What follows belongs to an exercise in optimizing a design on an open flow for small area; a production flow would make more cautious choices. RTL that was checked went through simulation tests only; none was proved equivalent to the original. The RTL of runs 4 and 5 was laid out without a check of its function. No activity file was given, so power comes from the tool's default toggle rates.

==> flow/run.sh <==
#!/bin/bash
# synth_recipe.tcl (not shown) runs the flow's synth.tcl, then flattens the netlist and writes it again
# the make line also repeats each setting of config.mk as NAME=value (left out here)
make -C /OpenROAD-flow-scripts/flow DESIGN_CONFIG=/design/flow/config.mk WORK_HOME=/design/flow/orfs CLKGATE_MAP_FILE= SYNTH_SCRIPT=/design/flow/synth_recipe.tcl finish
==> flow/config.mk <==
export PLATFORM = sky130hd
export DESIGN_NAME = cpu16_core
export DESIGN_NICKNAME = cpu16_core
export VERILOG_FILES = /design/flow/design.v
export SDC_FILE = /design/flow/constraint.sdc
export NUM_CORES = 4
export LEC_CHECK = 0
export CAP_MARGIN = 20
export CORE_MARGIN = 2
export CORE_UTILIZATION = 60
export CTS_BUF_LIST = sky130_fd_sc_hd__clkbuf_2 sky130_fd_sc_hd__clkbuf_4
export SLEW_MARGIN = 20
==> flow/constraint.sdc <==
create_clock -name core_clock -period 10.0 [get_ports {CLOCK_50}]
set_input_delay 2.0000 -clock core_clock [delete_from_list [all_inputs] [get_ports {CLOCK_50}]]
set_output_delay 2.0000 -clock core_clock [all_outputs]
set_load 0.01 [all_outputs]
==> flow/design.v <==
module cpu16_core #(
  parameter logic [11:0] RESET_PC = 12'h000
) (
  input  logic        CLOCK_50,
  input  logic        reset,
  input  logic [15:0] inst,
  output logic [11:0] pc,
  output logic        retire,
  output logic        halted,
  input  logic [3:0]  dbg_sel,
  output logic [15:0] dbg_data
);
  localparam logic [2:0] CLR = 3'd0, FETCH = 3'd1, EX = 3'd2, SLTW = 3'd3, HALT = 3'd4;
  logic [2:0]  st;
  logic [3:0]  ph;
  logic [15:0] rf [1:15];
  logic [15:0] hi, t;
  logic        c, bd;
  wire [3:0] op = inst[15:12];
  wire [3:0] rc = inst[11:8];
  wire [3:0] ra = inst[7:4];
  wire [3:0] rb = inst[3:0];
  wire s_clr   = st == CLR;
  wire s_fetch = st == FETCH;
  wire s_ex    = st == EX;
  wire s_sltw  = st == SLTW;
  wire last    = ph == 4'd15;
  wire op_sub = op == 4'h1;
  wire op_slt = op == 4'h5;
  wire op_shl = op == 4'h6;
  wire op_shr = op == 4'h7;
  wire op_mul = op == 4'h9;
  wire op_beq = op == 4'hB;
  assign halted = st == HALT;
  wire [3:0] psel = halted ? dbg_sel : ra;
  logic [15:0] pm;
  always_comb begin
    pm = '0;
    for (int i = 1; i < 16; i++) if (psel == 4'(i)) pm = rf[i];
  end
  always_comb begin
    for (int i = 0; i < 16; i++) dbg_data[i] = pm[4'(i) - ph];
  end
  wire [3:0] bsel = op_beq ? rc : rb;
  logic bnext;
  always_comb begin
    bnext = 1'b0;
    for (int i = 1; i < 16; i++) if (bsel == 4'(i)) bnext = rf[i][1];
  end
  wire       shl   = op_shl;
  wire [3:0] kk    = (op_shl | op_shr) ? inst[3:0] : 4'd0;
  wire [4:0] idx5  = {1'b0, ph} + {1'b0, shl ? ~kk : kk} + {4'd0, shl};
  wire       amask = shl ? idx5[4] : ~idx5[4];
  wire       x_t   = t[idx5[3:0]] & amask;
  wire op_addi = op == 4'h8;
  wire op_li   = op == 4'hD;
  logic imm;
  always_comb begin
    if (op_li) imm = ph[3] ? inst[7] : inst[ph[2:0]];
    else       imm = ph[3:2] == 2'b00 ? inst[ph[1:0]] : 1'b0;
  end
  wire x    = op_li ? 1'b0 : x_t;
  wire y    = (op_addi | op_li) ? imm : bd;
  wire flip = op_slt & last;             
  wire xx   = x ^ flip;
  wire yy   = y ^ (op_sub | op_slt) ^ flip;
  wire cin  = (ph == 4'd0) ? (op_sub | op_slt) : c;
  wire sum  = xx ^ yy ^ cin;
  wire cout = (xx & yy) | (xx & cin) | (yy & cin);
  wire zacc = ((ph == 4'd0) ? 1'b0 : c) | bd;
  wire        mstep = s_ex & op_mul;
  wire [15:0] acc   = {hi[15:1], hi[0] & ~(mstep & ph == 4'd0)};
  wire [15:0] pp    = (mstep & bd) ? t : 16'd0;
  wire [16:0] s17   = {1'b0, acc} + {1'b0, pp};
  wire        hclr  = s_clr | (s_fetch & op_mul & ph != 4'd0);
  wire        htop  = mstep ? s17[16] : (hclr ? 1'b0 : hi[0]);
  logic wbit, wen;
  always_comb begin
    wbit = 1'b0;
    case (op)
      4'h0, 4'h1, 4'h8, 4'hD: wbit = sum;
      4'h2: wbit = x & y;
      4'h3: wbit = x | y;
      4'h4: wbit = x ^ y;
      4'h5: wbit = (ph == 4'd0) & ~c;
      4'h6, 4'h7: wbit = x;
      4'h9: wbit = s17[0];
      4'hA: wbit = hi[0];
      default: wbit = 1'b0;
    endcase
    if (s_clr) wbit = 1'b0;
    wen = s_ex & (op <= 4'hA) & ~op_slt | s_ex & op_li | s_sltw;
  end
  wire fin = last & (s_ex & ~op_slt | s_sltw);
  assign retire = fin;
  always_ff @(posedge CLOCK_50) begin
    ph <= reset ? 4'd0 : ph + 4'd1;
    c  <= op_beq ? zacc : cout;
    bd <= bnext;
    hi <= {htop, s17[15:1]};
    if (s_fetch) t <= dbg_data;
    for (int i = 1; i < 16; i++)
      rf[i] <= {(s_clr | wen & rc == 4'(i)) ? wbit : rf[i][0], rf[i][15:1]};
    if (reset) begin
      st <= CLR;
      pc <= RESET_PC;
    end else if (last) begin
      case (st)
        CLR:   st <= FETCH;
        FETCH: st <= EX;
        EX:    st <= op_slt ? SLTW : (op == 4'hF ? HALT : FETCH);
        SLTW:  st <= FETCH;
        default: st <= HALT;
      endcase
      if (fin) begin
        if (op_beq) pc <= ~zacc ? {4'h0, inst[7:0]} : pc + 12'd1;
        else if (op == 4'hC) pc <= inst[11:0];
        else if (op != 4'hF) pc <= pc + 12'd1;
      end
    end
  end
endmodule
==> results.tsv, run 1 <==
metric	value	unit
wl_per_cell	22.2	um
grtUsageTotal	0.331	
crit_type	input pin to primary output	
overflow	0	
crit_fanout	17	
synth-async-reset-ratio	0	
synthXorXnorAreaFrac	0.0222	
htree_levels	3	
synth-simple-area-share	0.150	
cts_setup_buffers	0	
tightestPinTransition	951	ps
synth_flop_cell	dfxtp_1	
multi_input_area	6220	um^2
syn-cell-area	12600	um^2
syn_to_final_growth	12.7	%
period_needed	8510	ps
cp.arrival	6510	ps
start_kind	input pin	
synth-seq-cells	293	
vias_per_cell	6.29	
yosysWarnings	2	
dpl_cell_area	13300	um^2
fillers	1685	
yosysSeqAreaShare	0.477	
layout-drive-gt1-share	0.154	
ctsHoldBuffers	0	
dieArea	22200	um^2
vias	10300	
cts_tree	done	
row_count	53	
clockBufferDepth	3	
cts-root-buf	clkbuf_4	
cts.sinks	293	
drt_iter0_markers	956	
synth_top_cell_by_area	dfxtp_1	
seq_area	6030	um^2
synth_edf_count	16	
cts.clk_slew.worst_paths	70	ps
critPathLaunch	inst[5]	
outcome	complete, no violations	
synth_top_family_by_area	compound AO/OA/AOI/OAI gates	
die_w	149	um
max_freq	118	MHz
synthDistinctLibCells	84	
rr_startpoint	ph[0]$_SDFF_PP0_	
first_pass_iters	10	
cts-resized-gates	0	
grt_max_degree	26	
synth.top_cell.area_share	0.439	
synth.area.top_cells	dfxtp_1 (44%), mux4_2 (4.6%), edfxtp_1 (3.8%), ha_1 (3.1%), a21oi_1 (2.7%)	
synth_compound_area_frac	0.179	
grt_pass1_wl	56400	um
maxSlewViolCount	0	
maxSlewHeadroom	0.348	
synthCells	1241	
drc	0	
skew	39.2	ps
die_h	149	um
finalWeightedCongestion	0.892	
rsz0062_at_grt	no	
end_kind	primary output	
port_buffers	51	
synth_mux_area_frac	0.104	
initial_core_util	0.607	
totalNegativeSetupSlack	0	ps
clk_latency	710	ps
min_from	rf[4][11]$_DFF_P_	
nNetsFinal	1369	
syn_nets	1297	
grt_antenna_before_repair	1	
io_pins	52	
p_leak	5.54	nW
routed_wl	36500	um
grt_pass1_vias	10100	
synth_fa_ha_area_frac	0.0354	
dp_hpwl	26500	um
coreArea	20800	um^2
powerDensity	175	nW/um^2
detail-route-antenna-nets	0	
maxCapViolations	0	
min_path_type	register to register	
finalSetupViolations	0	
fin_crit_sh	0.851	
ir_drop	146	uV
hold_viol	0	
required	8000	ps
stdcell_area	14300	um^2
synth_area_per_cell	10.2	um^2
numCtsBuffers	75	
path summary, 6_finish.rpt:
kind / to / slack (ps) / cells after the start
max: dbg_data[14] / 1490 / 11
min: rf[4][10]$_DFF_P_ / 340 / 0
max reg2reg: rf[4][15]$_DFF_P_ / 4450 / 14
min reg2reg: rf[4][10]$_DFF_P_ / 340 / 0
cells by family (layout without fill, tap and decap cells):
family                     after synthesis  in the layout
adders and majority gates               34             34
other                                    0              1
xor gates and xnor gates                32             32
DFF                                    293            293
buffers and inverters                   97            224
muxes                                   91             91
and+or+nand+nor                        365            365
AOI/OAI and AO/OA                      329            329
cell usage after synthesis, types with 12 or more instances:
cell / count
o21ai_0: 56
dfxtp_1: 277
xnor2_1: 26
clkbuf_1: 47
nor2_1: 87
edfxtp_1: 16
nand3_1: 32
inv_1: 23
nand2b_1: 12
and2_1: 32
a31oi_1: 13
mux2i_1: 28
ha_1: 31
nand2_1: 82
mux4_2: 26
a22oi_1: 43
mux2_2: 27
o22ai_1: 24
a21oi_1: 67
nor2b_1: 17
nor3_1: 24
buf_2: 16
through the flow:
stage               setup slack (ps)  hold slack [ps]  total power [W]   util  std cells
floorplan                       3380              323          0.00141      -       1241
global placement                1610              335          0.00150  0.639       1511
detailed placement              1600              335          0.00150  0.639       1511
CTS                             1590              333          0.00250  0.684       1643
global route                    1290              329          0.00259  0.684       1644
finish                          1490              341          0.00249  0.684       1644
critical path: stages:
cell and delay (ps):
clkdlybuf4s50_1 880, buf_4 280, nand4b_1 120, mux2i_1 730, a22oi_1 180, a31oi_1 230, a211oi_1 90, nor4_1 720
mux4_2 450, mux4_2 290, clkdlybuf4s50_1 540
report_power, final:
part / internal [W] / switching [W] / total [W]
logic: 0.000130 / 0.000159 / 0.000290
registers: 0.00118 / 0.00000718 / 0.00119
clock network: 0.000504 / 0.000510 / 0.00101
total: 0.00182 / 0.000677 / 0.00249
flip-flops by register name, indices dropped and copies added, names as in the netlist:
signal / flops
hi: 16
rf: 240
pc: 12
st: 3
ph: 4
c: 1
t: 16
bd: 1
cells in the final DEF, fill, tap and decap left out, types with 9 or more instances in the layout:
cell type and n:
a21oi_1 66, ha_1 31, clkdlybuf4s50_1 51, nand3_1 32, a22oi_1 43, o21ai_0 56, mux2_2 27, a211oi_1 9
and2_1 32, nor3_1 24, nor2_1 87, edfxtp_1 16, a31oi_1 13, inv_1 23, mux2i_1 26, nor4bb_1 11
nand2_1 82, nor2b_1 17, a222oi_1 9, clkinv_1 24, xnor2_1 26, nand2b_1 12, o22ai_1 24, nand3b_1 9
mux4_2 26, buf_4 15, dfxtp_1 277, clkbuf_4 100
routing by layer:
metal  GRT usage  wire length [um]  vias up
li1            -                 -     4808
met1       0.408             14800     4936
met2       0.553             17400      503
met3      0.0761              2710      100
met4       0.152              1540        0
met5           0                 0        -
layout make-up:
class,count,area share
repair buffers,66,0.0437
diodes,1,0.000176
clock buffers,100,0.0527
inverters,26,0.00685
multi-input cells,851,0.436
clock inverters,32,0.0133
flip-flops and latches,293,0.423
well taps,275,0.0241
==> inputs of run 2 (changes only) <==
==> flow/config.mk (replaced) <==
export PLATFORM = sky130hd
export DESIGN_NAME = cpu16_core
export DESIGN_NICKNAME = cpu16_core
export VERILOG_FILES = /design/flow/design.v
export SDC_FILE = /design/flow/constraint.sdc
export NUM_CORES = 4
export LEC_CHECK = 0
export ABC_AREA = 1
export CAP_MARGIN = 20
export CORE_MARGIN = 2
export CORE_UTILIZATION = 60
export CTS_BUF_LIST = sky130_fd_sc_hd__clkbuf_4 sky130_fd_sc_hd__clkbuf_8
export SLEW_MARGIN = 20
==> results.tsv, run 2 <==
metric	value	unit	change
outcome	complete, no violations		unchanged
synth-seq-cells	293		unchanged
wl_per_cell	15.9	um	was 22.2 um
totalNegativeSetupSlack	0	ps	unchanged
numCtsBuffers	46		was 75
top_register	rf		unchanged
cts.sinks	293		unchanged
syn_nets	1585		was 1297
synth_flop_cell	dfxtp_1		unchanged
crit_fanout	35		was 17
cts.clk_slew.worst_paths	60	ps	was 70 ps
htree_levels	2		was 3
clk_latency	570	ps	was 710 ps
overflow	0		unchanged
critPathLaunch	inst[7]		was inst[5]
synth_edf_count	16		unchanged
fin_crit_sh	0.772		was 0.851
port_buffers	51		unchanged
stdcell_area	13800	um^2	was 14300 um^2
detail-route-antenna-nets	0		unchanged
synthDistinctLibCells	52		was 84
cts-resized-gates	0		unchanged
synth.top_cell.area_share	0.458		was 0.439
critPathTopFamily	simple AND/OR/NAND/NOR gates		was buffers and inverters
yosysMostFrequentCell	nand2_1		was dfxtp_1
synth_common_cells	nand2_1 (330), dfxtp_1 (277), nand3_1 (215), inv_1 (157), nor2_1 (151)		was dfxtp_1 (277), nor2_1 (87), nand2_1 (82), a21oi_1 (67), o21ai_0 (56)
cp_slowest_cell	nor2_4		was clkdlybuf4s50_1
finish.utilization	0.703		was 0.684
synth_area_per_cell	7.93	um^2	was 10.2 um^2
yosysWarnings	2		unchanged
synth.area.top_cells	dfxtp_1 (46%), nand2_1 (10%), nand3_1 (8.9%), inv_1 (4.9%), nor2_1 (4.7%)		was dfxtp_1 (44%), mux4_2 (4.6%), edfxtp_1 (3.8%), ha_1 (3.1%), a21oi_1 (2.7%)
seq_area	6030	um^2	unchanged
worstReg2RegEnd	rf[15][15]$_DFF_P_		was rf[4][15]$_DFF_P_
drc	0		unchanged
vias	10300		about the same
reg2reg_setup_slack	5140	ps	was 4450 ps
first_pass_iters	5		was 10
die_h	146	um	was 149 um
maxCapViolations	0		unchanged
pre_cts_slack	2330	ps	was 1600 ps
layout_common_cells	nand2_1 (330), dfxtp_1 (277), nand3_1 (215)		was dfxtp_1 (277), clkbuf_4 (100), nor2_1 (87)
cp_slowest_stage_delay	590	ps	was 880 ps
maxSlewViolCount	0		unchanged
routed_wl	30000	um	was 36500 um
fillers	1627		was 1685
r2r_cells	15		was 14
maxSlewHeadroom	0.335		was 0.348
layout-drive-gt1-share	0.0848		was 0.154
die_w	146	um	was 149 um
diodes	0		was 1
p_total	0.00254	W	was 0.00249 W
synthCells	1529		was 1241
p_leak	6.05	nW	was 5.54 nW
drt_iter0_markers	772		was 956
finalWeightedCongestion	0.922		was 0.892
cts_tree	done		unchanged
grt_pass1_wl	49200	um	was 56400 um
vias_per_cell	5.42		was 6.29
synth_top_cell_by_area	dfxtp_1		unchanged
crit_chain	clkdlybuf4s50_1, nand2_1, nand2_4, nor2_4, nand2_2, nor2_1, nor2_1, nand3_1, nand2_1, nand4_1, nand2_1, nand3_1, nand2_1, nand4_1, nand3_1, nand3_1, nand3_1, nand2_1, clkdlybuf4s50_1		was clkdlybuf4s50_1, buf_4, nand4b_1, mux2i_1, a22oi_1, a31oi_1, a211oi_1, nor4_1, mux4_2, mux4_2, clkdlybuf4s50_1
crit_cells	19		was 11
synth-async-reset-ratio	0		unchanged
cp.arrival	5720	ps	was 6510 ps
largest_register_ffs	240		unchanged
clockBufferDepth	3		unchanged
grt_pass1_vias	9680		was 10100
min_path_type	register to register		unchanged
coreArea	19700	um^2	was 20800 um^2
nNetsFinal	1646		was 1369
grt_max_degree	36		was 26
ctsHoldBuffers	0		unchanged
initial_core_util	0.617		was 0.607
dieArea	21300	um^2	was 22200 um^2
dpl_cell_area	12800	um^2	was 13300 um^2
yosysSeqAreaShare	0.497		was 0.477
row_count	51		was 53
multi_input_area	5210	um^2	was 6220 um^2
final_common_cell	nand2_1		was dfxtp_1
endpoint	dbg_data[12]		was dbg_data[14]
crit_type	input pin to primary output		unchanged
cts_setup_buffers	0		unchanged
ir_drop	153	uV	was 146 uV
grtUsageTotal	0.285		was 0.331
largestRegisters	rf (240), hi (16), t (16)		unchanged
rr_startpoint	ph[0]$_SDFF_PP0_		unchanged
dp_hpwl	22000	um	was 26500 um
powerDensity	184	nW/um^2	was 175 nW/um^2
cts-root-buf	clkbuf_8		was clkbuf_4
period_needed	7720	ps	was 8510 ps
syn-cell-area	12100	um^2	was 12600 um^2
max_freq	130	MHz	was 118 MHz
io_pins	52		unchanged
rsz0062_at_grt	no		unchanged
end_kind	primary output		unchanged
tightestPinTransition	996	ps	was 951 ps
required	8000	ps	about the same
grt_antenna_before_repair	0		was 1
hold_viol	0		unchanged
start_kind	input pin		unchanged
skew	20.6	ps	was 39.2 ps
syn_to_final_growth	14.1	%	was 12.7%
fin_ws	2280	ps	was 1490 ps
finalSetupViolations	0		unchanged
crit_buf_inv	2		was 3
-- run 2: changes by cell type in the layout (fill, tap and decap cells not counted), sizes merged, moves of 18 or more --
cell / before / now
mux4: 26 / 0
clkbuf: 100 / 69
nor2: 88 / 158
inv: 29 / 177
o22ai: 24 / 0
a22oi: 44 / 1
nand4: 7 / 40
and2: 32 / 1
xnor2: 26 / 8
nand2: 82 / 343
mux2: 33 / 0
nand3: 32 / 215
or2: 6 / 29
mux2i: 32 / 0
-- run 2: area by class of cell --
| type | instances | share of cell area |
|---|---|---|
| Multi-Input combinational cell | 1017 | 0.377 |
| Clock inverter | 16 | 0.00987 |
| Timing Repair Buffer | 56 | 0.0397 |
| Tap cell | 265 | 0.0240 |
| Clock buffer | 69 | 0.0655 |
| Sequential cell | 293 | 0.436 |
| Inverter | 176 | 0.0480 |
-- run 2: report_power, final --
group	total, W	internal (W)	switching (W)
clock network	0.00109	0.000615	0.000480
logic	0.000256	0.0000974	0.000159
registers	0.00119	0.00119	0.00000816
-- run 2: how the worst min path moves through the flow --
stage	startpoint	to	slack [ps]	cells past startpoint
global route	rf[15][11]$_DFF_P_	rf[15][10]$_DFF_P_	350	0
floorplan	rf[10][3]$_DFF_P_	rf[10][2]$_DFF_P_	320	0
detailed placement	rf[6][15]$_DFF_P_	rf[6][14]$_DFF_P_	330	0
CTS	rf[6][8]$_DFF_P_	rf[6][7]$_DFF_P_	350	0
global placement	rf[10][4]$_DFF_P_	rf[10][3]$_DFF_P_	320	0
finish	rf[9][1]$_DFF_P_	rf[9][0]$_DFF_P_	340	0
-- run 2: logic make-up after synthesis --
kind of cell | Yosys count | share of synthesized area
fa+ha+maj | 34 | 0.0370
buf+inv | 219 | 0.0735
simple gates | 803 | 0.301
flops | 293 | 0.497
compound gates | 156 | 0.0739
xor+xnor | 24 | 0.0173
-- run 2: metrics by stage --
| stage | hold slack (ps) | cells |
|---|---|---|
| floorplan | 323 | 1529 |
| global placement | 324 | 1807 |
| detailed placement | 329 | 1807 |
| CTS | 346 | 1892 |
| global route | 348 | 1892 |
| finish | 343 | 1892 |
-- run 2: per-layer routing --
metal  global-route usage  vias up  share of wire
met5                    0        -              0
met4               0.0806        0          0.019
met3               0.0416       59          0.062
met2                0.436      349           0.44
met1                0.422     4725           0.48
li1                     -     5128              -
==> inputs of run 3 (changes only) <==
==> flow/config.mk (replaced) <==
export PLATFORM = sky130hd
export DESIGN_NAME = cpu16_core
export DESIGN_NICKNAME = cpu16_core
export VERILOG_FILES = /design/flow/design.v
export SDC_FILE = /design/flow/constraint.sdc
export NUM_CORES = 4
export LEC_CHECK = 0
export CAP_MARGIN = 20
export CORE_MARGIN = 2
export CORE_UTILIZATION = 40
export SLEW_MARGIN = 20
==> results.tsv, run 3 <==
metric	value	unit	change
hold_end	rf[11][13]$_DFF_P_		was rf[9][0]$_DFF_P_
synth.top_cell.area_share	0.439		was 0.458
max_freq	113	MHz	was 130 MHz
yosysSeqAreaShare	0.477		was 0.497
fin_crit_sh	0.884		was 0.772
outcome	complete, no violations		unchanged
rsz0062_at_grt	no		unchanged
grt_max_degree	27		was 36
p_comb_frac	0.109		was 0.101
synth-seq-cells	293		unchanged
largestRegisters	rf (240), hi (16), t (16)		unchanged
start_kind	input pin		unchanged
min_path_type	register to register		unchanged
diodes	0		unchanged
yosysWarnings	2		unchanged
whs_path_depth	0		unchanged
cts.sinks	293		unchanged
finalWeightedCongestion	0.837		was 0.922
grtUsageTotal	0.220		was 0.285
r2r_cells	15		unchanged
synth_edf_count	16		unchanged
maxCapViolations	0		unchanged
maxSlewViolCount	0		unchanged
finish.utilization	0.464		was 0.703
drt_iter0_markers	782		was 772
nNetsFinal	1325		was 1646
grt_pass1_vias	9574		was 9680
drc	0		unchanged
worstReg2RegEnd	rf[6][15]$_DFF_P_		was rf[15][15]$_DFF_P_
ctsHoldBuffers	0		unchanged
dp_hpwl	26800	um	was 22000 um
power.share.switching	0.241		was 0.254
synth.area.top_cells	dfxtp_1 (44%), mux4_2 (4.6%), edfxtp_1 (3.8%), ha_1 (3.1%), a21oi_1 (2.7%)		was dfxtp_1 (46%), nand2_1 (10%), nand3_1 (8.9%), inv_1 (4.9%), nor2_1 (4.7%)
vias	9872		was 10300
synthDistinctLibCells	84		was 52
p_sw	0.000647	W	about the same
cts-resized-gates	0		unchanged
cp.arrival	6840	ps	was 5720 ps
grt_pass1_wl	57000	um	was 49200 um
clock_power_share	0.448		was 0.430
row_count	65		was 51
synthCells	1241		was 1529
end_kind	primary output		unchanged
top_register	rf		unchanged
synth_common_cells	dfxtp_1 (277), nor2_1 (87), nand2_1 (82), a21oi_1 (67), o21ai_0 (56)		was nand2_1 (330), dfxtp_1 (277), nand3_1 (215), inv_1 (157), nor2_1 (151)
largest_register_ffs	240		unchanged
coreArea	31300	um^2	was 19700 um^2
cp_slowest_cell	clkdlybuf4s50_1		was nor2_4
clk_latency	560	ps	was 570 ps
final_cells	1692		was 1892
ir_drop	142	uV	was 153 uV
p_leak	5.52	nW	was 6.05 nW
pre_cts_slack	1310	ps	was 2330 ps
port_buffers	51		unchanged
synth_flop_cell	dfxtp_1		unchanged
synth_area_per_cell	10.2	um^2	was 7.93 um^2
period_needed	8840	ps	was 7720 ps
seq_power_share	0.444		was 0.469
layout-drive-gt1-share	0.116		was 0.0848
maxSlewHeadroom	0.331		was 0.335
fin_ws	1160	ps	was 2280 ps
fillers	2926		was 1627
finalSetupViolations	0		unchanged
yosysMostFrequentCell	dfxtp_1		was nand2_1
crit_buf_inv	2		unchanged
vias_per_cell	5.83		was 5.42
die_h	182	um	was 146 um
required	8000	ps	about the same
p_int	0.00204	W	was 0.00190 W
powerDensity	185	nW/um^2	was 184 nW/um^2
cts-root-buf	clkbuf_16		was clkbuf_8
skew	7.15	ps	was 20.6 ps
synth-async-reset-ratio	0		unchanged
routed_wl	36900	um	was 30000 um
die_w	182	um	was 146 um
critPathTopFamily	compound AO/OA/AOI/OAI gates		was simple AND/OR/NAND/NOR gates
numCtsBuffers	31		was 46
crit_type	input pin to primary output		unchanged
syn-cell-area	12600	um^2	was 12100 um^2
dieArea	33000	um^2	was 21300 um^2
cts_setup_buffers	0		unchanged
synth_top_cell_by_area	dfxtp_1		unchanged
cp_slowest_stage_delay	1010	ps	was 590 ps
min_from	rf[11][14]$_DFF_P_		was rf[9][1]$_DFF_P_
p_total	0.00268	W	was 0.00254 W
final_common_cell	dfxtp_1		was nand2_1
crit_fanout	21		was 35
initial_core_util	0.404		was 0.617
totalNegativeSetupSlack	0	ps	unchanged
reg2reg_setup_slack	4630	ps	was 5140 ps
grt_antenna_before_repair	0		unchanged
hold_viol	0		unchanged
htree_levels	1		was 2
syn_nets	1297		was 1585
clockBufferDepth	3		unchanged
io_pins	52		unchanged
layout_common_cells	dfxtp_1 (277), nor2_1 (87), nand2_1 (82)		was nand2_1 (330), dfxtp_1 (277), nand3_1 (215)
dp.cells	1638		was 1807
detail-route-antenna-nets	0		unchanged
overflow	0		unchanged
cts_tree	done		unchanged
wl_per_cell	21.8	um	was 15.9 um
tightestPinTransition	976	ps	was 996 ps
rr_startpoint	ph[0]$_SDFF_PP0_		unchanged
syn_to_final_growth	14.9	%	was 14.1%
first_pass_iters	5		unchanged
crit_chain	clkdlybuf4s50_1, nor4bb_1, a21o_1, a2bb2oi_1, o21ai_0, a221oi_1, o31ai_1, mux2i_1, o21ai_0, mux4_2, clkdlybuf4s50_1		was clkdlybuf4s50_1, nand2_1, nand2_4, nor2_4, nand2_2, nor2_1, nor2_1, nand3_1, nand2_1, nand4_1, nand2_1, nand3_1, nand2_1, nand4_1, nand3_1, nand3_1, nand3_1, nand2_1, clkdlybuf4s50_1
cts.clk_slew.worst_paths	60	ps	about the same
-- run 3: stage by stage --
stage,area (um^2),hold slack [ps]
2_1_floorplan,12600,323
4_1_cts,14500,346
5_1_grt,14500,349
3_3_place_gp,13500,331
6_report,14500,348
3_5_place_dp,13500,334
-- run 3: final cells by class --
class,instances,area [um^2],area share
Clock inverter,14,186,0.0128
Inverter,26,97.6,0.00672
Sequential cell,293,6030,0.415
Multi-Input combinational cell,851,6210,0.428
Tap cell,402,503,0.0346
Clock buffer,40,882,0.0607
Timing Repair Buffer,66,623,0.0429
-- run 3: cell families (layout without fill, tap and decap cells) --
family / Yosys count / count (layout) / share of synthesized area
fa+ha+maj: 34 / 34 / 0.0354
xor+xnor: 32 / 32 / 0.0222
simple gates: 365 / 365 / 0.150
flops: 293 / 293 / 0.477
compound gates: 329 / 329 / 0.179
mux: 91 / 91 / 0.104
buf+inv: 97 / 146 / 0.0325
-- run 3: power groups by stage --
stage	Clock (W)	Combinational, W	Sequential, W
detailed placement	0	0.000290	0.00122
global route	0.00126	0.000314	0.00119
global placement	0	0.000288	0.00122
floorplan	0	0.000196	0.00121
CTS	0.00121	0.000291	0.00119
finish	0.00120	0.000292	0.00119
-- run 3: routing by layer --
layer / track usage / wire length, um
met1: 0.303 / 16600
met2: 0.360 / 17200
met3: 0.0311 / 2060
met4: 0.0644 / 1060
met5: 0 / 0
-- run 3: worst max-delay path by stage --
stage	from	endpoint	slack (ps)	depth (start not counted)
after global routing	dbg_sel[1]	dbg_data[6]	910	11
after floorplan	inst[7]	dbg_data[4]	3380	11
after global placement	dbg_sel[1]	dbg_data[9]	1280	11
after detailed placement	dbg_sel[1]	dbg_data[2]	1310	11
final	dbg_sel[1]	dbg_data[10]	1160	11
after CTS	dbg_sel[1]	dbg_data[10]	1280	11
==> inputs of run 4 (changes only) <==
--- a/flow/design.v
+++ b/flow/design.v
@@ -32,21 +32,33 @@
   wire op_mul = op == 4'h9;
   wire op_beq = op == 4'hB;
   assign halted = st == HALT;
-  wire [3:0] psel = halted ? dbg_sel : ra;
-  logic [15:0] pm;
-  always_comb begin
-    pm = '0;
-    for (int i = 1; i < 16; i++) if (psel == 4'(i)) pm = rf[i];
+  wire       tload = s_fetch & (ph == 4'd14);
+  wire [3:0] bsel  = op_beq ? rc : rb;
+  wire [3:0] psel  = halted ? dbg_sel : (tload ? ra : bsel);
+  wire [15:1] oh;
+  for (genvar i = 1; i < 16; i++) begin : g_oh
+    assign oh[i] = psel == 4'(i);
   end
-  always_comb begin
-    for (int i = 0; i < 16; i++) dbg_data[i] = pm[4'(i) - ph];
+  wire [15:0] pm;
+  for (genvar b = 0; b < 16; b++) begin : g_pm
+    wire [4:0] g;
+    for (genvar k = 0; k < 5; k++) begin : g_k
+      cpu16_aoi222 u_aoi (
+        .a0(oh[3*k+1]), .b0(rf[3*k+1][b]),
+        .a1(oh[3*k+2]), .b1(rf[3*k+2][b]),
+        .a2(oh[3*k+3]), .b2(rf[3*k+3][b]),
+        .y(g[k]));
+    end
+    cpu16_nand5 u_nand (.a(g), .y(pm[b]));
   end
-  wire [3:0] bsel = op_beq ? rc : rb;
-  logic bnext;
-  always_comb begin
-    bnext = 1'b0;
-    for (int i = 1; i < 16; i++) if (bsel == 4'(i)) bnext = rf[i][1];
+  wire [15:0] r0, r1, r2;
+  for (genvar i = 0; i < 16; i++) begin : g_rot
+    cpu16_mux2i u0 (.a(pm[i]), .b(pm[(i + 15) % 16]), .s(ph[0]), .y(r0[i]));
+    cpu16_mux2i u1 (.a(r0[i]), .b(r0[(i + 14) % 16]), .s(ph[1]), .y(r1[i]));
+    cpu16_mux2i u2 (.a(r1[i]), .b(r1[(i + 12) % 16]), .s(ph[2]), .y(r2[i]));
+    cpu16_mux2i u3 (.a(r2[i]), .b(r2[(i + 8) % 16]), .s(ph[3]), .y(dbg_data[i]));
   end
+  wire bnext = pm[1];
   wire       shl   = op_shl;
   wire [3:0] kk    = (op_shl | op_shr) ? inst[3:0] : 4'd0;
   wire [4:0] idx5  = {1'b0, ph} + {1'b0, shl ? ~kk : kk} + {4'd0, shl};
@@ -98,7 +110,7 @@
     c  <= op_beq ? zacc : cout;
     bd <= bnext;
     hi <= {htop, s17[15:1]};
-    if (s_fetch) t <= dbg_data;
+    if (tload) t <= {pm[1:0], pm[15:2]};
     for (int i = 1; i < 16; i++)
       rf[i] <= {(s_clr | wen & rc == 4'(i)) ? wbit : rf[i][0], rf[i][15:1]};
     if (reset) begin
@@ -120,3 +132,21 @@
     end
   end
 endmodule
+module cpu16_aoi222 (
+  input  logic a0, b0, a1, b1, a2, b2,
+  output logic y
+);
+  assign y = ~(a0 & b0 | a1 & b1 | a2 & b2);
+endmodule
+module cpu16_nand5 (
+  input  logic [4:0] a,
+  output logic       y
+);
+  assign y = ~&a;
+endmodule
+module cpu16_mux2i (
+  input  logic a, b, s,
+  output logic y
+);
+  assign y = ~(s ? b : a);
+endmodule
--- a/flow/config.mk
+++ b/flow/config.mk
@@ -7,5 +7,10 @@
 export LEC_CHECK = 0
 export CAP_MARGIN = 20
 export CORE_MARGIN = 2
-export CORE_UTILIZATION = 40
+export CORE_UTILIZATION = 60
+export CTS_BUF_LIST = sky130_fd_sc_hd__clkbuf_16
+export CTS_CLUSTER_DIAMETER = 40
+export CTS_CLUSTER_SIZE = 30
 export SLEW_MARGIN = 20
+export SYNTH_HIERARCHICAL = 1
+export SYNTH_MINIMUM_KEEP_SIZE = 0
==> results.tsv, run 4 <==
metric	value	unit	change
finalSetupViolations	0		unchanged
overflow	0		unchanged
grt_antenna_before_repair	0		unchanged
cts_setup_buffers	0		unchanged
synth.area.top_cells	dfxtp_1 (52%), a222oi_1 (7.5%), mux2i_1 (6.7%), edfxtp_1 (4.5%), ha_1 (2.9%)		was dfxtp_1 (44%), mux4_2 (4.6%), edfxtp_1 (3.8%), ha_1 (3.1%), a21oi_1 (2.7%)
row_count	48		was 65
final_common_cell	dfxtp_1		unchanged
numCtsBuffers	28		was 31
layout-drive-gt1-share	0.107		was 0.116
maxCapViolations	0		unchanged
first_pass_iters	7		was 5
coreArea	17400	um^2	was 31300 um^2
cp_slowest_stage_delay	1030	ps	was 1010 ps
cts.sinks	293		unchanged
cts_tree	done		unchanged
required	8000	ps	about the same
grt_pass1_wl	39900	um	was 57000 um
finalWeightedCongestion	0.875		was 0.837
synth-async-reset-ratio	0		unchanged
die_w	137	um	was 182 um
yosysSeqAreaShare	0.565		was 0.477
maxSlewHeadroom	0.251		was 0.331
powerDensity	185	nW/um^2	about the same
synth_area_per_cell	11.6	um^2	was 10.2 um^2
die_h	137	um	was 182 um
totalNegativeSetupSlack	0	ps	unchanged
wl_per_cell	20.6	um	was 21.8 um
synth.top_cell.area_share	0.520		was 0.439
dieArea	18900	um^2	was 33000 um^2
drc	0		unchanged
clockBufferDepth	3		unchanged
crit_type	input pin to primary output		unchanged
initial_core_util	0.615		was 0.404
start_kind	input pin		unchanged
dp_hpwl	17900	um	was 26800 um
maxSlewViolCount	0		unchanged
reg2reg_setup_slack	5360	ps	was 4630 ps
io_pins	52		unchanged
yosysMostFrequentCell	dfxtp_1		unchanged
htree_levels	1		unchanged
period_needed	9050	ps	was 8840 ps
p_total	0.00233	W	was 0.00268 W
port_buffers	51		unchanged
diodes	0		unchanged
end_kind	primary output		unchanged
top_register	rf		unchanged
ir_drop	173	uV	was 142 uV
drt_iter0_markers	700		was 782
nNetsFinal	1042		was 1325
cts.clk_slew.worst_paths	80	ps	was 60 ps
vias	7895		was 9872
synth-seq-cells	293		unchanged
grt_max_degree	26		was 27
fin_crit_sh	0.905		was 0.884
vias_per_cell	6.37		was 5.83
grtUsageTotal	0.269		was 0.220
synthCells	917		was 1241
endpoint	dbg_data[3]		was dbg_data[10]
p_leak	4.62	nW	was 5.52 nW
grt_pass1_vias	7727		was 9574
critPathTopFamily	simple AND/OR/NAND/NOR gates		was compound AO/OA/AOI/OAI gates
detail-route-antenna-nets	0		unchanged
clk_latency	560	ps	about the same
cp.arrival	7050	ps	was 6840 ps
hold_viol	0		unchanged
pre_cts_slack	834	ps	was 1310 ps
cp_slowest_cell	nor4_4		was clkdlybuf4s50_1
synth_common_cells	dfxtp_1 (277), a222oi_1 (80), mux2i_1 (71), nor2_1 (57), nand2_1 (37)		was dfxtp_1 (277), nor2_1 (87), nand2_1 (82), a21oi_1 (67), o21ai_0 (56)
syn_to_final_growth	18.1	%	was 14.9%
r2r_cells	14		was 15
syn_nets	967		was 1297
synth_edf_count	16		unchanged
crit_chain	clkdlybuf4s50_1, nand4b_1, mux2i_1, o21ai_0, mux2i_2, nor4_4, a222oi_1, nand3_1, mux2i_1, mux2i_1, mux2i_1, mux2i_1, clkdlybuf4s50_1		was clkdlybuf4s50_1, nor4bb_1, a21o_1, a2bb2oi_1, o21ai_0, a221oi_1, o31ai_1, mux2i_1, o21ai_0, mux4_2, clkdlybuf4s50_1
largestRegisters	rf (240), hi (16), t (16)		unchanged
outcome	complete, no violations		unchanged
crit_buf_inv	2		unchanged
skew	32.1	ps	was 7.15 ps
routed_wl	25500	um	was 36900 um
path_common_cell	mux2i_1		
max_freq	111	MHz	was 113 MHz
ctsHoldBuffers	0		unchanged
crit_fanout	18		was 21
tightestPinTransition	1120	ps	was 976 ps
synth_flop_cell	dfxtp_1		unchanged
syn-cell-area	10700	um^2	was 12600 um^2
layout_common_cells	dfxtp_1 (277), a222oi_1 (80), mux2i_1 (68)		was dfxtp_1 (277), nor2_1 (87), nand2_1 (82)
largest_register_ffs	240		unchanged
fin_ws	952	ps	was 1160 ps
synthDistinctLibCells	69		was 84
crit_cells	13		was 11
cts-resized-gates	0		unchanged
critPathLaunch	inst[15]		was dbg_sel[1]
synth_top_cell_by_area	dfxtp_1		unchanged
rr_startpoint	ph[2]$_SDFF_PP0_		was ph[0]$_SDFF_PP0_
cts-root-buf	clkbuf_16		unchanged
min_path_type	register to register		unchanged
worstReg2RegEnd	rf[9][15]$_DFF_P_		was rf[6][15]$_DFF_P_
yosysWarnings	9		was 2
rsz0062_at_grt	no		unchanged
[run 4: layer usage]
metal | part of all wire | global-route usage | vias to the layer above
met1 | 0.42 | 0.345 | 3887
met2 | 0.49 | 0.464 | 246
li1 | - | - | 3716
met4 | 0.032 | 0.101 | 0
met5 | 0 | 0 | -
met3 | 0.051 | 0.0379 | 46
[run 4: metrics by stage]
stage          hold slack (ps)  std cells  area [um^2]  utilization
5_1_grt                    345       1239        12600        0.726
3_3_place_gp               331       1187        11600        0.670
3_5_place_dp               335       1187        11600        0.670
4_1_cts                    347       1239        12600        0.725
2_1_floorplan              330        917        10700            -
6_report                   346       1239        12600        0.726
[run 4: power by group]
part	switching (W)	total, W	internal [W]	leakage, nW
registers	0.000000928	0.00118	0.00118	2.38
logic	0.0000693	0.000112	0.0000430	1.77
clock network	0.000494	0.00104	0.000545	0.470
[run 4: logic make-up (layout without fill, tap and decap cells)]
logic type | count (synthesis) | count (layout) | synth area share
xor gates and xnor gates | 23 | 23 | 0.0196
DFF | 293 | 293 | 0.565
buffers and inverters | 42 | 139 | 0.0169
muxes | 82 | 82 | 0.0853
and+or+nand+nor | 238 | 238 | 0.119
adders and majority gates | 28 | 28 | 0.0349
AOI/OAI and AO/OA | 211 | 211 | 0.160
[run 4: worst register-to-register path: cells and delay by family, from the launching register on]
kind                     cells  cell delay, ps
AO/OA/AOI/OAI                5            1510
adder cells (fa/ha/maj)      2             890
AND/OR/NAND/NOR              4             650
multiplexers                 1             620
buffers and inverters        1             370
flip-flops                   1             360
XOR/XNOR                     1             110
[run 4: final cells by class]
cell class	instances	area [um^2]
Sequential cell	293	6030
Fill cell	1250	4760
Tap cell	225	282
Inverter	18	67.6
Clock inverter	24	253
Multi-Input combinational cell	582	4630
Timing Repair Buffer	69	646
Clock buffer	28	701
[run 4: how the worst min path moves through the flow]
stage,start,endpoint,slack [ps],cells past startpoint
after floorplan,rf[10][1]$_DFF_P_,rf[10][0]$_DFF_P_,330,0
final,rf[13][13]$_DFF_P_,rf[13][12]$_DFF_P_,350,0
after detailed placement,rf[10][7]$_DFF_P_,rf[10][6]$_DFF_P_,330,0
after CTS,rf[14][3]$_DFF_P_,rf[14][2]$_DFF_P_,350,0
after global routing,rf[14][3]$_DFF_P_,rf[14][2]$_DFF_P_,350,0
after global placement,rf[4][9]$_DFF_P_,rf[4][8]$_DFF_P_,330,0
[run 4: per-module statistics from Yosys (local to each module, per instance)]
module / area, um^2 / flops+latches
cpu16_nand5: 11.3 / 0
cpu16_aoi222: 10.0 / 0
cpu16_mux2i: 10.0 / 0
cpu16_core: 9050 / 293
==> inputs of run 5 (changes only) <==
--- a/flow/config.mk
+++ b/flow/config.mk
@@ -8,9 +8,9 @@
 export CAP_MARGIN = 20
 export CORE_MARGIN = 2
 export CORE_UTILIZATION = 60
-export CTS_BUF_LIST = sky130_fd_sc_hd__clkbuf_16
+export CTS_BUF_LIST = sky130_fd_sc_hd__clkbuf_8
 export CTS_CLUSTER_DIAMETER = 40
-export CTS_CLUSTER_SIZE = 30
+export CTS_CLUSTER_SIZE = 16
 export SLEW_MARGIN = 20
 export SYNTH_HIERARCHICAL = 1
 export SYNTH_MINIMUM_KEEP_SIZE = 0
==> results.tsv, run 5 <==
metric	value	unit	change
outcome	complete, no violations		unchanged
synthDistinctLibCells	69		unchanged
maxSlewViolCount	0		unchanged
hold_viol	0		unchanged
crit_cells	15		was 13
syn_to_final_growth	15.4	%	was 18.1%
die_h	137	um	unchanged
largest_register_ffs	240		unchanged
cp_slowest_cell	clkdlybuf4s50_1		was nor4_4
synth_flop_cell	dfxtp_1		unchanged
finalSetupViolations	0		unchanged
synth-async-reset-ratio	0		unchanged
drc	0		unchanged
ir_drop	155	uV	was 173 uV
fin_crit_sh	0.904		was 0.905
synth_fa_ha_area_frac	0.0349		unchanged
final_common_cell	dfxtp_1		unchanged
row_count	48		unchanged
synth-seq-cells	293		unchanged
cts.sinks	293		unchanged
cts_setup_buffers	0		unchanged
synthCells	917		unchanged
synth_mux_area_frac	0.0853		unchanged
largestRegisters	rf (240), hi (16), t (16)		unchanged
cts-root-buf	clkbuf_8		was clkbuf_16
yosysWarnings	9		unchanged
dieArea	18900	um^2	unchanged
finalWeightedCongestion	0.875		unchanged
diodes	0		unchanged
grt_antenna_before_repair	0		unchanged
skew	43.1	ps	was 32.1 ps
grt_pass1_vias	7648		was 7727
rsz0062_at_grt	no		unchanged
min_path_type	register to register		unchanged
synthXorXnorAreaFrac	0.0196		unchanged
final_cells	1236		was 1239
synth_top_cell_by_area	dfxtp_1		unchanged
layout-drive-gt1-share	0.105		was 0.107
tightestPinTransition	1100	ps	was 1120 ps
vias_per_cell	6.35		was 6.37
cts-resized-gates	0		unchanged
powerDensity	170	nW/um^2	was 185 nW/um^2
routed_wl	25300	um	was 25500 um
synth.top_cell.area_share	0.520		unchanged
dp.cells	1187		unchanged
start_kind	input pin		unchanged
synth-simple-area-share	0.119		unchanged
synth_top_family_by_area	compound AO/OA/AOI/OAI gates		unchanged
port_buffers	51		unchanged
first_pass_iters	6		was 7
whs_path_depth	0		unchanged
cts_tree	done		unchanged
initial_core_util	0.615		unchanged
maxSlewHeadroom	0.258		was 0.251
grt_pass1_wl	39300	um	was 39900 um
detail-route-antenna-nets	0		unchanged
drt_iter0_markers	756		was 700
totalNegativeSetupSlack	0	ps	unchanged
nNetsFinal	1044		was 1042
cts.clk_slew.worst_paths	100	ps	was 80 ps
clockBufferDepth	3		unchanged
maxCapViolations	0		unchanged
cp_slowest_stage_delay	840	ps	was 1030 ps
synth_common_cells	dfxtp_1 (277), a222oi_1 (80), mux2i_1 (71), nor2_1 (57), nand2_1 (37)		unchanged
vias	7854		was 7895
io_pins	52		unchanged
path_common_cell	mux2i_1		unchanged
max_freq	111	MHz	about the same
htree_levels	1		unchanged
die_w	137	um	unchanged
crit_chain	clkdlybuf4s50_1, nand4b_1, a21oi_1, o21ai_0, mux2i_2, nor4_2, buf_4, a222oi_1, and3_1, nand3_1, mux2i_1, mux2i_1, mux2i_1, mux2i_1, clkdlybuf4s50_1		was clkdlybuf4s50_1, nand4b_1, mux2i_1, o21ai_0, mux2i_2, nor4_4, a222oi_1, nand3_1, mux2i_1, mux2i_1, mux2i_1, mux2i_1, clkdlybuf4s50_1
cp.arrival	7040	ps	was 7050 ps
required	8000	ps	about the same
crit_buf_inv	3		was 2
grtUsageTotal	0.265		was 0.269
numCtsBuffers	30		was 28
coreArea	17400	um^2	unchanged
dp_hpwl	17900	um	unchanged
synth_compound_area_frac	0.160		unchanged
syn-cell-area	10700	um^2	unchanged
synth_area_per_cell	11.6	um^2	unchanged
crit_fanout	18		unchanged
end_kind	primary output		unchanged
yosysSeqAreaShare	0.565		unchanged
synth.area.top_cells	dfxtp_1 (52%), a222oi_1 (7.5%), mux2i_1 (6.7%), edfxtp_1 (4.5%), ha_1 (2.9%)		unchanged
p_leak	4.49	nW	was 4.62 nW
syn_nets	967		unchanged
yosysMostFrequentCell	dfxtp_1		unchanged
ctsHoldBuffers	0		unchanged
critPathTopFamily	buffers and inverters		was simple AND/OR/NAND/NOR gates
top_register	rf		unchanged
r2r_cells	14		unchanged
synth_edf_count	16		unchanged
clk_latency	610	ps	was 560 ps
period_needed	9040	ps	was 9050 ps
overflow	0		unchanged
crit_type	input pin to primary output		unchanged
wl_per_cell	20.5	um	was 20.6 um
grt_max_degree	26		unchanged
layout_common_cells	dfxtp_1 (277), a222oi_1 (80), mux2i_1 (68)		unchanged
==> run 5: cell counts after synthesis <==
No cell type changed its count.
==> run 5: per-layer routing <==
layer / wire, um / part of all wire / up-vias / global-route usage
met1: 10700 / 0.42 / 3827 / 0.343
met2: 12500 / 0.49 / 255 / 0.456
met5: 0 / 0 / - / 0
met3: 1370 / 0.054 / 44 / 0.0375
li1: - / - / 3728 / -
met4: 702 / 0.028 / 0 / 0.0939
==> run 5: kinds of logic after synthesis <==
family / after synthesis
AOI/OAI and AO/OA: 211
adders and majority gates: 28
buffers and inverters: 42
muxes: 82
DFF: 293
and+or+nand+nor: 238
xor gates and xnor gates: 23
==> run 5: cell type report <==
| class | count | area, um^2 |
|---|---|---|
| flip-flops and latches | 293 | 6030 |
| clock inverters | 15 | 196 |
| inverters | 18 | 67.6 |
| multi-input cells | 582 | 4630 |
| fillers | 1271 | 5050 |
| clock buffers | 34 | 468 |
| well taps | 225 | 282 |
| repair buffers | 69 | 646 |
==> run 5: path summary, 6_finish.rpt <==
check,start,endpoint,slack (ps)
min,rf[13][13]$_DFF_P_,rf[13][12]$_DFF_P_,340
max reg2reg,ph[0]$_SDFF_PP0_,rf[9][15]$_DFF_P_,5370
min reg2reg,rf[13][13]$_DFF_P_,rf[13][12]$_DFF_P_,340
max,inst[15],dbg_data[3],960
==> run 5: stage by stage <==
step           setup slack [ps]  hold WS (ps)  utilization  power, W  area [um^2]
6_report                    956           345        0.709   0.00209        12300
2_1_floorplan              2180           330            -   0.00128        10700
3_5_place_dp                834           335        0.670   0.00131        11600
4_1_cts                     782           347        0.709   0.00210        12300
3_3_place_gp               1030           331        0.670   0.00131        11600
5_1_grt                     572           350        0.709   0.00215        12300
==> run 5: report_power, final <==
group	leakage [nW]	internal [W]	switching (W)
combinational	1.77	0.0000429	0.0000692
clock	0.343	0.000363	0.000439
sequential	2.38	0.00118	0.000000856
total	4.49	0.00158	0.000509
==> run 5: Yosys stat by module (local to each module, per instance) <==
| module | cell area [um^2] | flip-flops and latches | copies in the design | cells |
|---|---|---|---|---|
| cpu16_aoi222 | 10.0 | 0 | 80 | 1 |
| cpu16_nand5 | 11.3 | 0 | 16 | 2 |
| cpu16_mux2i | 10.0 | 0 | 64 | 1 |
| cpu16_core | 9050 | 293 | 1 | 741 |
==> inputs of run 6 (changes only) <==
--- a/flow/design.v
+++ b/flow/design.v
@@ -105,6 +105,9 @@
   end
   wire fin = last & (s_ex & ~op_slt | s_sltw);
   assign retire = fin;
+  wire        jump  = op == 4'hC | op_beq & ~zacc;
+  wire [11:0] pc_nx = reset ? RESET_PC : jump ? {op_beq ? 4'h0 : inst[11:8], inst[7:0]} : pc + 12'd1;
+  wire        pc_en = reset | fin & (op != 4'hF);
   always_ff @(posedge CLOCK_50) begin
     ph <= reset ? 4'd0 : ph + 4'd1;
     c  <= op_beq ? zacc : cout;
@@ -113,9 +116,9 @@
     if (tload) t <= {pm[1:0], pm[15:2]};
     for (int i = 1; i < 16; i++)
       rf[i] <= {(s_clr | wen & rc == 4'(i)) ? wbit : rf[i][0], rf[i][15:1]};
+    if (pc_en) pc <= pc_nx;
     if (reset) begin
       st <= CLR;
-      pc <= RESET_PC;
     end else if (last) begin
       case (st)
         CLR:   st <= FETCH;
@@ -124,11 +127,6 @@
         SLTW:  st <= FETCH;
         default: st <= HALT;
       endcase
-      if (fin) begin
-        if (op_beq) pc <= ~zacc ? {4'h0, inst[7:0]} : pc + 12'd1;
-        else if (op == 4'hC) pc <= inst[11:0];
-        else if (op != 4'hF) pc <= pc + 12'd1;
-      end
     end
   end
 endmodule
==> results.tsv, run 6 <==
metric	value	unit	change
outcome	complete, no violations		unchanged
diodes	0		unchanged
rsz0062_at_grt	no		unchanged
synth_edf_count	28		was 16
p_total	0.00209	W	about the same
ir_drop	150	uV	was 155 uV
yosysMostFrequentCell	dfxtp_1		unchanged
grt_pass1_vias	7536		was 7648
stdcell_area	12200	um^2	was 12300 um^2
crit_fanout	16		was 18
vias	7726		was 7854
grt_pass1_wl	39500	um	was 39300 um
skew	24.4	ps	was 43.1 ps
syn_to_final_growth	14.9	%	was 15.4%
syn_nets	947		was 967
drt_iter0_markers	802		was 756
cts-resized-gates	0		unchanged
tightestPinTransition	1080	ps	was 1100 ps
cts.clk_slew.worst_paths	100	ps	about the same
finalWeightedCongestion	0.887		was 0.875
synth-async-reset-ratio	0		unchanged
finalSetupViolations	0		unchanged
wl_per_cell	20.7	um	was 20.5 um
synth_flop_cell	dfxtp_1		unchanged
vias_per_cell	6.35		about the same
top_register	rf		unchanged
detail-route-antenna-nets	0		unchanged
start_kind	input pin		unchanged
largestRegisters	rf (240), hi (16), t (16)		unchanged
syn-cell-area	10700	um^2	about the same
fin_crit_sh	0.897		was 0.904
crit_type	input pin to primary output		unchanged
powerDensity	171	nW/um^2	was 170 nW/um^2
grtUsageTotal	0.268		was 0.265
yosysSeqAreaShare	0.577		was 0.565
required	8000	ps	about the same
row_count	48		unchanged
cts_tree	done		unchanged
grt-busiest-layer	met2		unchanged
synth-seq-cells	293		unchanged
end_kind	primary output		unchanged
totalNegativeSetupSlack	0	ps	unchanged
synth.top_cell.area_share	0.498		was 0.520
layout-drive-gt1-share	0.104		was 0.105
numCtsBuffers	29		was 30
drc	0		unchanged
cts-root-buf	clkbuf_8		unchanged
synth.area.top_cells	dfxtp_1 (50%), edfxtp_1 (7.9%), a222oi_1 (7.5%), mux2i_1 (6.9%), ha_1 (2.9%)		was dfxtp_1 (52%), a222oi_1 (7.5%), mux2i_1 (6.7%), edfxtp_1 (4.5%), ha_1 (2.9%)
grt_max_degree	26		unchanged
ctsHoldBuffers	0		unchanged
yosysWarnings	9		unchanged
grt_antenna_before_repair	0		unchanged
first_pass_iters	8		was 6
io_pins	52		unchanged
synth_area_per_cell	11.9	um^2	was 11.6 um^2
dp_hpwl	18000	um	was 17900 um
hold_viol	0		unchanged
nNetsFinal	1027		was 1044
maxSlewViolCount	0		unchanged
finish.utilization	0.706		was 0.709
synth_common_cells	dfxtp_1 (265), a222oi_1 (80), mux2i_1 (73), nor2_1 (45), and3_1 (35)		was dfxtp_1 (277), a222oi_1 (80), mux2i_1 (71), nor2_1 (57), nand2_1 (37)
coreArea	17400	um^2	unchanged
period_needed	8970	ps	was 9040 ps
cts.sinks	293		unchanged
synthCells	897		was 917
clockBufferDepth	3		unchanged
synth_top_cell_by_area	dfxtp_1		unchanged
p_leak	4.56	nW	was 4.49 nW
port_buffers	51		unchanged
die_w	137	um	about the same
maxCapViolations	0		unchanged
largest_register_ffs	240		unchanged
whs	343	ps	was 345 ps
dieArea	18800	um^2	was 18900 um^2
use_met2	0.455		was 0.456
final_common_cell	dfxtp_1		unchanged
overflow	0		unchanged
clk_latency	590	ps	was 610 ps
layout_common_cells	dfxtp_1 (265), a222oi_1 (80), mux2i_1 (72)		was dfxtp_1 (277), a222oi_1 (80), mux2i_1 (68)
cts_setup_buffers	0		unchanged
use_met1	0.352		was 0.343
routed_wl	25200	um	was 25300 um
die_h	137	um	about the same
initial_core_util	0.614		was 0.615
dpl_cell_area	11600	um^2	about the same
cp.arrival	6970	ps	was 7040 ps
met3_usage	0.0408		was 0.0375
maxSlewHeadroom	0.260		was 0.258
synthDistinctLibCells	65		was 69
htree_levels	1		unchanged
min_path_type	register to register		unchanged
max_freq	111	MHz	about the same
run 6: cell types whose count changed after synthesis, moves of 6 or more:
cell      previous run  this run
and3_1              25        35
edfxtp_1            16        28
o31ai_1              8         1
nand2_1             37        28
and2_1              18         1
dfxtp_1            277       265
nor3_1              14        20
a21oi_1             27        34
nor2_1              57        45
o21ai_0             23        31
run 6: per-module statistics from Yosys, one instance, submodules excluded:
module | flip-flops and latches | area (um^2) | times used | cells
cpu16_core | 293 | 9030 | 1 | 721
cpu16_aoi222 | 0 | 10.0 | 80 | 1
cpu16_mux2i | 0 | 10.0 | 64 | 1
cpu16_nand5 | 0 | 11.3 | 16 | 2
run 6: stage by stage:
stage / std cells / worst slack, ps
after detailed placement: 1171 / 1040
after global routing: 1217 / 663
after floorplan: 897 / 2190
final: 1217 / 1030
after CTS: 1217 / 1000
after global placement: 1171 / 1230
run 6: power by group:
group	internal, W	switching, W
registers	0.00119	0.00000522
logic	0.0000539	0.0000775
clock network	0.000331	0.000434
total	0.00157	0.000517
run 6: metal layers:
layer	vias to the layer above	wire length, um
met2	254	12400
met5	-	0
met3	53	1330
met4	0	758
li1	3666	-
met1	3753	10800
run 6: cells by family after synthesis:
logic type | Yosys count | share of synthesized area
flip-flops | 293 | 0.577
multiplexers | 84 | 0.0880
adder cells (fa/ha/maj) | 28 | 0.0350
buffers and inverters | 45 | 0.0176
XOR/XNOR | 30 | 0.0254
AND/OR/NAND/NOR | 215 | 0.108
AO/OA/AOI/OAI | 202 | 0.149
run 6: area by class of cell:
type | count | area [um^2]
clock inverter | 16 | 198
sequential | 293 | 6150
multi-input combinational | 559 | 4450
timing repair buffer | 74 | 683
fill | 1230 | 5110
clock buffer | 30 | 413
inverter | 20 | 75.1
tap | 225 | 282
run 6: final timing paths:
path	depth (start not counted)	start	end	slack [ps]
worst max-delay path	15	inst[15]	dbg_data[14]	1030
worst min-delay path	0	rf[14][14]$_DFF_P_	rf[14][13]$_DFF_P_	340
worst max register to register	15	ph[0]$_SDFF_PP0_	rf[1][15]$_DFF_P_	4980
worst min register to register	0	rf[14][14]$_DFF_P_	rf[14][13]$_DFF_P_	340
run 6: worst max-delay path, cell delays in order:
cell and delay [ps]:
clkdlybuf4s50_1 700, nand4b_1 480, mux2i_1 270, o21ai_0 130, mux2i_1 830, nor4_2 130, buf_4 250, a222oi_1 370
and3_1 300, nand3_1 170, mux2i_1 330, mux2i_1 180, mux2i_1 210, mux2i_1 110, clkdlybuf4s50_1 500
==> inputs of run 7 (changes only) <==
==> flow/flow/run.sh (new file) <==
#!/bin/bash
set -euo pipefail
cd "$(dirname "$0")/.."
mkdir -p tmp
export TMPDIR="$PWD/tmp"
export CTS_ARGS="-sink_clustering_enable -repair_clock_nets -dont_use_dummy_load -sink_clustering_size 30 -sink_clustering_max_diameter 80 -buf_list sky130_fd_sc_hd__clkbuf_16 -root_buf sky130_fd_sc_hd__clkbuf_4 -tree_buf sky130_fd_sc_hd__clkbuf_4"
export BUFFER_PORTS_ARGS="-buffer_cell sky130_fd_sc_hd__buf_1"
bash standard.sh > standard.log 2>&1
rm -rf tmp
==> flow/standard.sh (new file) <==
#!/bin/bash
# synth_recipe.tcl (not shown) runs the flow's synth.tcl, then flattens the netlist and writes it again
# the make line also repeats each setting of config.mk as NAME=value (left out here)
make -C /OpenROAD-flow-scripts/flow DESIGN_CONFIG=/design/flow/config.mk WORK_HOME=/design/flow/orfs CLKGATE_MAP_FILE= SYNTH_SCRIPT=/design/flow/synth_recipe.tcl "${@:-finish}"
--- a/flow/config.mk
+++ b/flow/config.mk
@@ -8,9 +8,6 @@
 export CAP_MARGIN = 20
 export CORE_MARGIN = 2
 export CORE_UTILIZATION = 60
-export CTS_BUF_LIST = sky130_fd_sc_hd__clkbuf_8
-export CTS_CLUSTER_DIAMETER = 40
-export CTS_CLUSTER_SIZE = 16
 export SLEW_MARGIN = 20
 export SYNTH_HIERARCHICAL = 1
 export SYNTH_MINIMUM_KEEP_SIZE = 0
removed: flow/run.sh
==> results.tsv, run 7 <==
metric	value	unit	change
min_from	rf[14][6]$_DFF_P_		was rf[14][14]$_DFF_P_
reg2reg_setup_slack	5090	ps	was 4980 ps
cts_tree	done		unchanged
required	8000	ps	about the same
cts.sinks	293		unchanged
row_count	48		unchanged
skew	75.8	ps	was 24.4 ps
port_buffers	51		unchanged
clock_power_share	0.289		was 0.366
vias	7630		was 7726
overflow	0		unchanged
cp_slowest_cell	nor4_4		was mux2i_1
p_int	0.00144	W	was 0.00157 W
crit_buf_inv	3		unchanged
totalNegativeSetupSlack	0	ps	unchanged
grtUsageTotal	0.258		was 0.268
dpl_cell_area	11300	um^2	was 11600 um^2
yosysSeqAreaShare	0.577		unchanged
initial_core_util	0.614		unchanged
synth-seq-cells	293		unchanged
cp_slowest_stage_delay	890	ps	was 830 ps
numCtsBuffers	14		was 29
syn-cell-area	10700	um^2	unchanged
dp.cells	1168		was 1171
nNetsFinal	1009		was 1027
largestRegisters	rf (240), hi (16), t (16)		unchanged
finalWeightedCongestion	0.868		was 0.887
final_common_cell	dfxtp_1		unchanged
crit_type	input pin to primary output		unchanged
die_w	137	um	unchanged
synth_flop_cell	dfxtp_1		unchanged
drt_iter0_markers	939		was 802
hold_viol	0		unchanged
synthDistinctLibCells	65		unchanged
power.share.switching	0.220		was 0.247
maxSlewViolCount	0		unchanged
grt_max_degree	31		was 26
yosysWarnings	9		unchanged
vias_per_cell	6.45		was 6.35
period_needed	8280	ps	was 8970 ps
critPathTopFamily	simple AND/OR/NAND/NOR gates		was multiplexers
synth.area.top_cells	dfxtp_1 (50%), edfxtp_1 (7.9%), a222oi_1 (7.5%), mux2i_1 (6.9%), ha_1 (2.9%)		unchanged
finish.utilization	0.670		was 0.706
cts-resized-gates	0		unchanged
maxSlewHeadroom	0.305		was 0.260
p_leak	4.25	nW	was 4.56 nW
top_register	rf		unchanged
p_sw	0.000407	W	was 0.000517 W
final_cells	1183		was 1217
largest_register_ffs	240		unchanged
dieArea	18800	um^2	unchanged
r2r_cells	15		unchanged
routed_wl	24700	um	was 25200 um
synth_area_per_cell	11.9	um^2	unchanged
cts.clk_slew.worst_paths	100	ps	about the same
ir_drop	158	uV	was 150 uV
coreArea	17400	um^2	unchanged
layout_common_cells	dfxtp_1 (265), a222oi_1 (80), mux2i_1 (72)		unchanged
layout-drive-gt1-share	0.0731		was 0.104
p_comb_frac	0.065		was 0.063
grt_antenna_before_repair	1		was 0
finalSetupViolations	0		unchanged
drc	0		unchanged
seq_power_share	0.645		was 0.571
io_pins	52		unchanged
synth_common_cells	dfxtp_1 (265), a222oi_1 (80), mux2i_1 (73), nor2_1 (45), and3_1 (35)		unchanged
grt_pass1_vias	7347		was 7536
cp.arrival	6280	ps	was 6970 ps
syn_to_final_growth	9.08	%	was 14.9%
ctsHoldBuffers	0		unchanged
stdcell_area	11600	um^2	was 12200 um^2
synth-async-reset-ratio	0		unchanged
max_freq	121	MHz	was 111 MHz
cts_setup_buffers	0		unchanged
clockBufferDepth	3		unchanged
first_pass_iters	6		was 8
fin_crit_sh	0.828		was 0.897
powerDensity	159	nW/um^2	was 171 nW/um^2
clk_latency	650	ps	was 590 ps
crit_fanout	16		unchanged
whs_path_depth	0		unchanged
synthCells	897		unchanged
path_common_cell	mux2i_1		unchanged
start_kind	input pin		unchanged
synth.top_cell.area_share	0.498		unchanged
synth_edf_count	28		unchanged
end_kind	primary output		unchanged
worstReg2RegEnd	rf[1][15]$_DFF_P_		unchanged
dp_hpwl	18100	um	was 18000 um
rsz0062_at_grt	no		unchanged
cts-root-buf	clkbuf_4		was clkbuf_8
synth_top_cell_by_area	dfxtp_1		unchanged
htree_levels	1		unchanged
hold_end	rf[14][5]$_DFF_P_		was rf[14][13]$_DFF_P_
grt_pass1_wl	38100	um	was 39500 um
die_h	137	um	unchanged
syn_nets	947		unchanged
min_path_type	register to register		unchanged
wl_per_cell	20.9	um	was 20.7 um
outcome	complete, no violations		unchanged
detail-route-antenna-nets	0		unchanged
crit_chain	buf_1, nand4b_1, nor2_1, a21oi_1, o21ai_0, mux2i_1, buf_4, nor4_4, a222oi_1, nand3_1, mux2i_1, mux2i_1, mux2i_1, mux2i_1, buf_1		was clkdlybuf4s50_1, nand4b_1, mux2i_1, o21ai_0, mux2i_1, nor4_2, buf_4, a222oi_1, and3_1, nand3_1, mux2i_1, mux2i_1, mux2i_1, mux2i_1, clkdlybuf4s50_1
maxCapViolations	0		unchanged
yosysMostFrequentCell	dfxtp_1		unchanged
rr_startpoint	ph[0]$_SDFF_PP0_		unchanged
tightestPinTransition	1040	ps	was 1080 ps
## run 7: cell counts after synthesis
No cell type changed its count.
## run 7: modules after synthesis, one instance, submodules excluded
module	times used	cells inside	flops+latches
cpu16_core	1	721	293
cpu16_nand5	16	2	0
cpu16_aoi222	80	1	0
cpu16_mux2i	64	1	0
## run 7: logic make-up (layout without fill, tap and decap cells)
logic type / after synthesis / after routing / synth area share
flip-flops: 293 / 293 / 0.577
other: 0 / 1 / 0
AO/OA/AOI/OAI: 202 / 202 / 0.149
XOR/XNOR: 30 / 30 / 0.0254
AND/OR/NAND/NOR: 215 / 215 / 0.108
adder cells (fa/ha/maj): 28 / 28 / 0.0350
multiplexers: 84 / 84 / 0.0880
buffers and inverters: 45 / 105 / 0.0176
## run 7: worst max-delay path by stage
stage / start / endpoint / depth (start not counted) / slack, ps
floorplan: inst[14] / dbg_data[0] / 14 / 2190
detailed placement: inst[13] / dbg_data[5] / 15 / 1660
global route: inst[13] / dbg_data[7] / 15 / 1420
CTS: inst[13] / dbg_data[5] / 15 / 1640
global placement: inst[13] / dbg_data[7] / 15 / 1770
finish: inst[13] / dbg_data[3] / 15 / 1720
## run 7: area by class of cell
class,count,area [um^2]
antenna,1,2.50
clock buffer,14,298
fill,1314,5740
inverter,20,75.1
multi-input combinational,559,4480
sequential,293,6150
tap,225,282
timing repair buffer,71,342
## run 7: power by group through the flow
stage,Combinational [W],Clock (W),Sequential [W]
after global routing,0.000130,0.000592,0.00119
after CTS,0.000120,0.000550,0.00119
after global placement,0.000117,0,0.00122
final,0.000121,0.000535,0.00119
after detailed placement,0.000120,0,0.00122
after floorplan,0.0000737,0,0.00123
## run 7: layer usage
metal | track usage | part of all wire
met5 | 0 | 0
met4 | 0.0808 | 0.025
met3 | 0.0287 | 0.041
met2 | 0.449 | 0.50
met1 | 0.338 | 0.43
## run 7: per-stage QoR
stage,power [W],hold WS (ps),setup WS [ps]
after global placement,0.00134,332,1770
after CTS,0.00186,312,1640
after global routing,0.00192,330,1420
after detailed placement,0.00134,335,1660
after floorplan,0.00130,330,2190
final,0.00185,323,1720

afterwards: timing with drivers on the ports:
In the flow no input, the clock included, has a driving cell. The finished layouts below were timed again as built, in two steps. Step 1 (the two cells are an assumption about what drives the block):
set clk [get_ports {CLOCK_50}]
set_driving_cell -lib_cell sky130_fd_sc_hd__clkbuf_16 $clk
set_driving_cell -lib_cell sky130_fd_sc_hd__buf_2 [delete_from_list [all_inputs] $clk]
Step 2 moves the port delays by t, midway between the first and last clock arrival at a register: inputs arrive t later, outputs are due t later. That takes back most of the time a late clock gives input paths. a / b / c = ideal / step 1 / step 2; a / b = the first two.
run	shift t [ns]	slack for setup (ns)	worst setup path at the end	worst register clock-pin slew, ns
run 1	0.726	1.490 / 1.468 / 1.468	input to output	0.08 / 0.08
run 2	0.609	2.284 / 2.256 / 2.256	input to output	0.07 / 0.07
run 3	0.609	1.159 / 1.136 / 1.136	input to output	0.06 / 0.06
run 4	0.589	0.952 / 0.925 / 0.925	input to output	0.08 / 0.08
run 5	0.635	0.956 / 0.929 / 0.929	input to output	0.10 / 0.10
run 6	0.622	1.029 / 1.004 / 1.004	input to output	0.10 / 0.10
run 7	0.655	1.723 / 1.697 / 1.697	input to output	0.11 / 0.11
After both steps every run listed still meets setup and hold. The setup slack of run 2, which loses most, moves by -0.028 ns with the drivers and by -0.028 ns with both steps.
